From an optimization exercise on the open Yosys and OpenROAD flow, aimed at small area, a short achievable clock period and few clock cycles; shortcuts taken in it are not production practice. In this exercise RTL edits were held to simulation tests only and were not proved equivalent to the original. No activity file was given, so power comes from the tool's default toggle rates.

// multichannel_oversample_averager
module multichannel_oversample_averager (
   input  logic        clock,
   input  logic        reset,
   input  logic        req_valid,
   output logic        req_ready,
   input  logic [35:0] req_data,
   output logic        rsp_valid,
   input  logic        rsp_ready,
   output logic [55:0] rsp_data,
   input  logic        csr_valid,
   output logic        csr_ready,
   input  logic [1:0]  csr_index,
   input  logic [15:0] csr_data
);
Settings: LEC_CHECK=0, CAP_MARGIN=20, CORE_MARGIN=2, CORE_UTILIZATION=40, CTS_CLUSTER_DIAMETER=80, CTS_CLUSTER_SIZE=30, SETUP_SLACK_MARGIN=5, SLEW_MARGIN=20; clock period 9.0 ns.
standard.sh (not shown) runs the stock make flow with config.mk's settings and CLKGATE_MAP_FILE= SYNTH_SCRIPT=/design/flow/synth_recipe.tcl, a recipe that flattens the netlist after the stock synthesis.
==> flow/flow/run.sh <==
#!/bin/bash
set -euo pipefail
cp standard.sh standard_sh.txt
sed -e 's/SETUP_SLACK_MARGIN=[0-9.]*/SETUP_SLACK_MARGIN=5.5/' standard.sh > standard_m.sh
grep -q 'SETUP_SLACK_MARGIN=5.5' standard_m.sh
export BUFFER_PORTS_ARGS="-buffer_cell sky130_fd_sc_hd__buf_4"
bash standard_m.sh > standard.log 2>&1
Testbench counts at the start, summed over its fixed seeds: cycles 8,021.
Edit:
--- a/flow/design.v
+++ b/flow/design.v
@@ -212,17 +212,17 @@
    logic [11:0] rem_ff;
    logic [15:0] dq_ff;
    logic [1:0]  dq_top;
    logic [15:0] vo_ff;
    logic [17:0] v3_ff;
    logic        r1_v, r1_isrd, r1_rdy, r1_fresh;
    logic [11:0] r1_raw;
    logic        r2_v, r2_rdy, r2_fresh;
-   logic [19:0] r2_sa, r2_sb, r2_sc;
+   logic [21:0] r2_sa, r2_sb;
    logic [11:0] r2_avg;
    logic        r3_v, r3_rdy, r3_fresh;
    logic [27:0] r3_x;
    logic [11:0] r3_avg;
    logic        r4_v, r4_rdy, r4_fresh;
    logic [37:0] r4_q;
    logic [11:0] r4_avg;
    logic        o_v, o_rdy, o_fresh;
@@ -494,44 +494,44 @@
                                            input logic [17:0] v3);
       case (d)
          2'd1:    mul_row = {2'd0, v};
          2'd2:    mul_row = {1'd0, v, 1'b0};
          2'd3:    mul_row = v3;
          default: mul_row = 18'd0;
       endcase
    endfunction
-   logic [19:0] sl [3];
+   logic [21:0] sl [2];
    genvar k;
    generate
-      for (k = 0; k < 3; k++) begin : g_slice
-         wire [19:0] row0 = {2'd0, mul_row(r1_raw[4*k+1 -: 2], dq_ff, v3_ff)};
-         wire [19:0] row1 = {mul_row(r1_raw[4*k+3 -: 2], dq_ff, v3_ff), 2'd0};
-         moa_add #(.W(20)) u_a (.a(row0), .b(row1), .ci(1'b0), .s(sl[k]));
+      for (k = 0; k < 2; k++) begin : g_slice
+         wire [21:0] row0 = {4'd0, mul_row(r1_raw[6*k+1 -: 2], dq_ff, v3_ff)};
+         wire [21:0] row1 = {2'd0, mul_row(r1_raw[6*k+3 -: 2], dq_ff, v3_ff), 2'd0};
+         wire [21:0] row2 = {mul_row(r1_raw[6*k+5 -: 2], dq_ff, v3_ff), 4'd0};
+         wire [21:0] s_a, c_a;
+         moa_csa #(.W(22)) u_c0 (.a(row0), .b(row1), .c(row2), .s(s_a), .cy(c_a));
+         moa_add #(.W(22)) u_a (.a(s_a), .b({c_a[20:0], 1'b0}), .ci(1'b0), .s(sl[k]));
       end
    endgenerate
    always_ff @(posedge clock) begin
       if (reset) begin
          r2_v <= 1'b0;
       end else if (en_2) begin
          r2_v <= r1_v;
       end
       if (en_2) begin
          r2_sa    <= sl[0];
          r2_sb    <= sl[1];
-         r2_sc    <= sl[2];
          r2_avg   <= r1_isrd ? r1_raw : 12'd0;
          r2_rdy   <= r1_rdy;
          r2_fresh <= r1_fresh;
       end
    end
-   wire [27:0] x_s, x_c, x_w;
-   moa_csa #(.W(28)) u_x (.a({8'd0, r2_sa}), .b({4'd0, r2_sb, 2'd0, r2_v, 1'b0}),
-                          .c({r2_sc, 8'd0}), .s(x_s), .cy(x_c));
-   moa_add #(.W(28)) u_xa (.a(x_s), .b({x_c[26:0], 1'b0}), .ci(1'b0), .s(x_w));
+   logic [27:0] x_w;
+   moa_add #(.W(28)) u_xa (.a({6'd0, r2_sa}), .b({r2_sb, 4'd0, r2_v, 1'b0}), .ci(1'b0), .s(x_w));
    always_ff @(posedge clock) begin
       if (reset) begin
          r3_v <= 1'b0;
       end else if (en_3) begin
          r3_v <= r2_v;
       end
       if (en_3) begin
          r3_x     <= x_w;
What happened:
- worst setup slack improves by 82 ps
- register-to-register slack improves by 80 ps
- sequential cell count shrinks by 16
- wire length shrinks by 3.9%
- global-route usage shrinks by 0.86 points
- cell area barely changes
- die area shrinks by 0.77%
Testbench counts after the change, summed over its fixed seeds: cycles 8,021.


Another version of the RTL of multichannel_oversample_averager (not shown whole).
For scale: about 3800 cells after synthesis, about 1000 flip-flops, roughly 120 I/O pins, about 49000 um2 of cells after synthesis.
clock: 9.0 ns
lec_check: 0
cap_margin: 20
core_margin: 2
core_utilization: 40
setup_slack_margin: 5
slew_margin: 20
==> flow/flow/run.sh <==
#!/bin/bash
# Layout flow: the standard ORFS flow, except that the input and output
# ports are buffered with sky130_fd_sc_hd__buf_4 cells instead of the delay
# buffers that buffer_ports picks by default. Every tool's output goes to
# standard.log in the work folder.
set -euo pipefail
cp standard.sh standard_sh.txt
export BUFFER_PORTS_ARGS="-buffer_cell sky130_fd_sc_hd__buf_4"
bash standard.sh > standard.log 2>&1
Testbench counts at the start, summed over its fixed seeds: cycles 8,021.
Rerun with:
--- a/flow/design.v
+++ b/flow/design.v
@@ -360,40 +360,38 @@
       end else if (!dv_d2[14]) begin
          qd    = 2'd2;
          rem_n = dv_d2[11:0];
       end else if (!dv_d1[14]) begin
          qd    = 2'd1;
          rem_n = dv_d1[11:0];
       end else begin
          qd    = 2'd0;
          rem_n = dv_t[11:0];
       end
    end
-   logic       x3_nom;
-   wire [15:0] x3_in = x3_nom ? nom_ff : dq_ff;
+   wire [15:0] x3_in = (vstate == V_WAIT) ? nom_ff : dq_ff;
    logic [17:0] x3;
    moa_add #(.W(18)) u_x3 (.a({2'd0, x3_in}), .b({1'd0, x3_in, 1'b0}), .ci(1'b0), .s(x3));
    wire v_direct = (now_ff == 12'd0) || (cal_ff == 12'd0);
    wire v_sat    = (r3_x[27:16] >= now_ff);
-   wire v_up     = ({rem_ff, 1'b0} >= {1'b0, now_ff});
+   wire v_up     = ({1'b0, rem_ff} + {2'd0, now_ff[11:1]}) >= {1'b0, now_ff};
    always_comb begin
       vdda_ok_in = vdda_ok;
       if (reset || inval) begin
          vdda_ok_in = 1'b0;
       end else if (vstate == V_3X) begin
          vdda_ok_in = 1'b1;
       end
    end
    always_ff @(posedge clock) begin
       vdda_ok <= vdda_ok_in;
-      x3_nom  <= reset || inval || (vstate == V_WAIT && !pipe_empty);
       if (!vdda_ok) begin
          now_ff <= avg_rd;
       end
       if (reset || inval) begin
          vstate <= V_WAIT;
       end else begin
          case (vstate)
             V_WAIT: begin
                if (pipe_empty) begin
                   dq_ff  <= nom_ff;
                   v3_ff  <= x3;
@@ -423,23 +421,25 @@
                end
             end
             V_DIV: begin
                rem_ff <= rem_n;
                dq_ff  <= {dq_ff[13:0], qd};
                vcnt   <= vcnt + 3'd1;
                if (vcnt == 3'd7) begin
                   vstate <= V_FIN;
                end
             end
             V_FIN: begin
-               dq_ff  <= (v_up && dq_ff != 16'hFFFF) ? dq_ff + 16'd1 : dq_ff;
+               if (v_up && dq_ff != 16'hFFFF) begin
+                  dq_ff <= dq_ff + 16'd1;
+               end
                vstate <= V_3X;
             end
             V_3X: begin
                v3_ff  <= x3;
                vstate <= V_IDLE;
             end
             default: begin
             end
          endcase
       end
    end
The new run completed with no timing, DRC or antenna violations.
Die area went up by 1.2%.
Cell area went up by 0.58%.
Core utilization is lower by 0.40 points.
Global-route usage is lower by 0.11 points.
Sequential cell count falls by 1.
Routed wire length goes down by 0.31%.
Count of clock-buffer cells in the layout went down by 8.
Clock skew is higher by 0.038 ns.
First-iteration DRC count falls by 14%.
Setup slack improves by 0.030 ns.
Sequential power hardly moves.
Testbench counts after the change, summed over its fixed seeds: cycles 8,021.

-- separate check: timing with driven ports --
Ports are ideal in the flow. The routed layouts listed here were re-timed in OpenROAD.
Step 1: set_driving_cell puts a clkbuf_16 on clock and a buf_2 on each other input, an assumption about the parent block.
Step 2 times the ports against the registers' clock, not the clock port: input delays grow and output delays shrink by t, the midpoint of the rising clock arrivals with the driver on.
Three values: ideal ports, drivers, drivers and shift; two values: the first two.
run | t, ns | slack for setup (ns) | slew at the worst register clock pin (ns)
the first run of note 1 | 0.762 | 5.231 / 5.231 / 5.036 | 0.12 / 0.12
the second run of note 1 | 0.784 | 5.313 / 5.313 / 4.954 | 0.12 / 0.12
the first run of note 2 | 0.764 | 5.059 / 5.059 / 4.984 | 0.07 / 0.07
the second run of note 2 | 0.784 | 5.089 / 5.089 / 4.618 | 0.07 / 0.07
After both steps setup and hold are still met in every run listed. The setup slack of the second run of note 2, which loses most, moves by 0.000 ns with the drivers and by -0.471 ns with both steps.
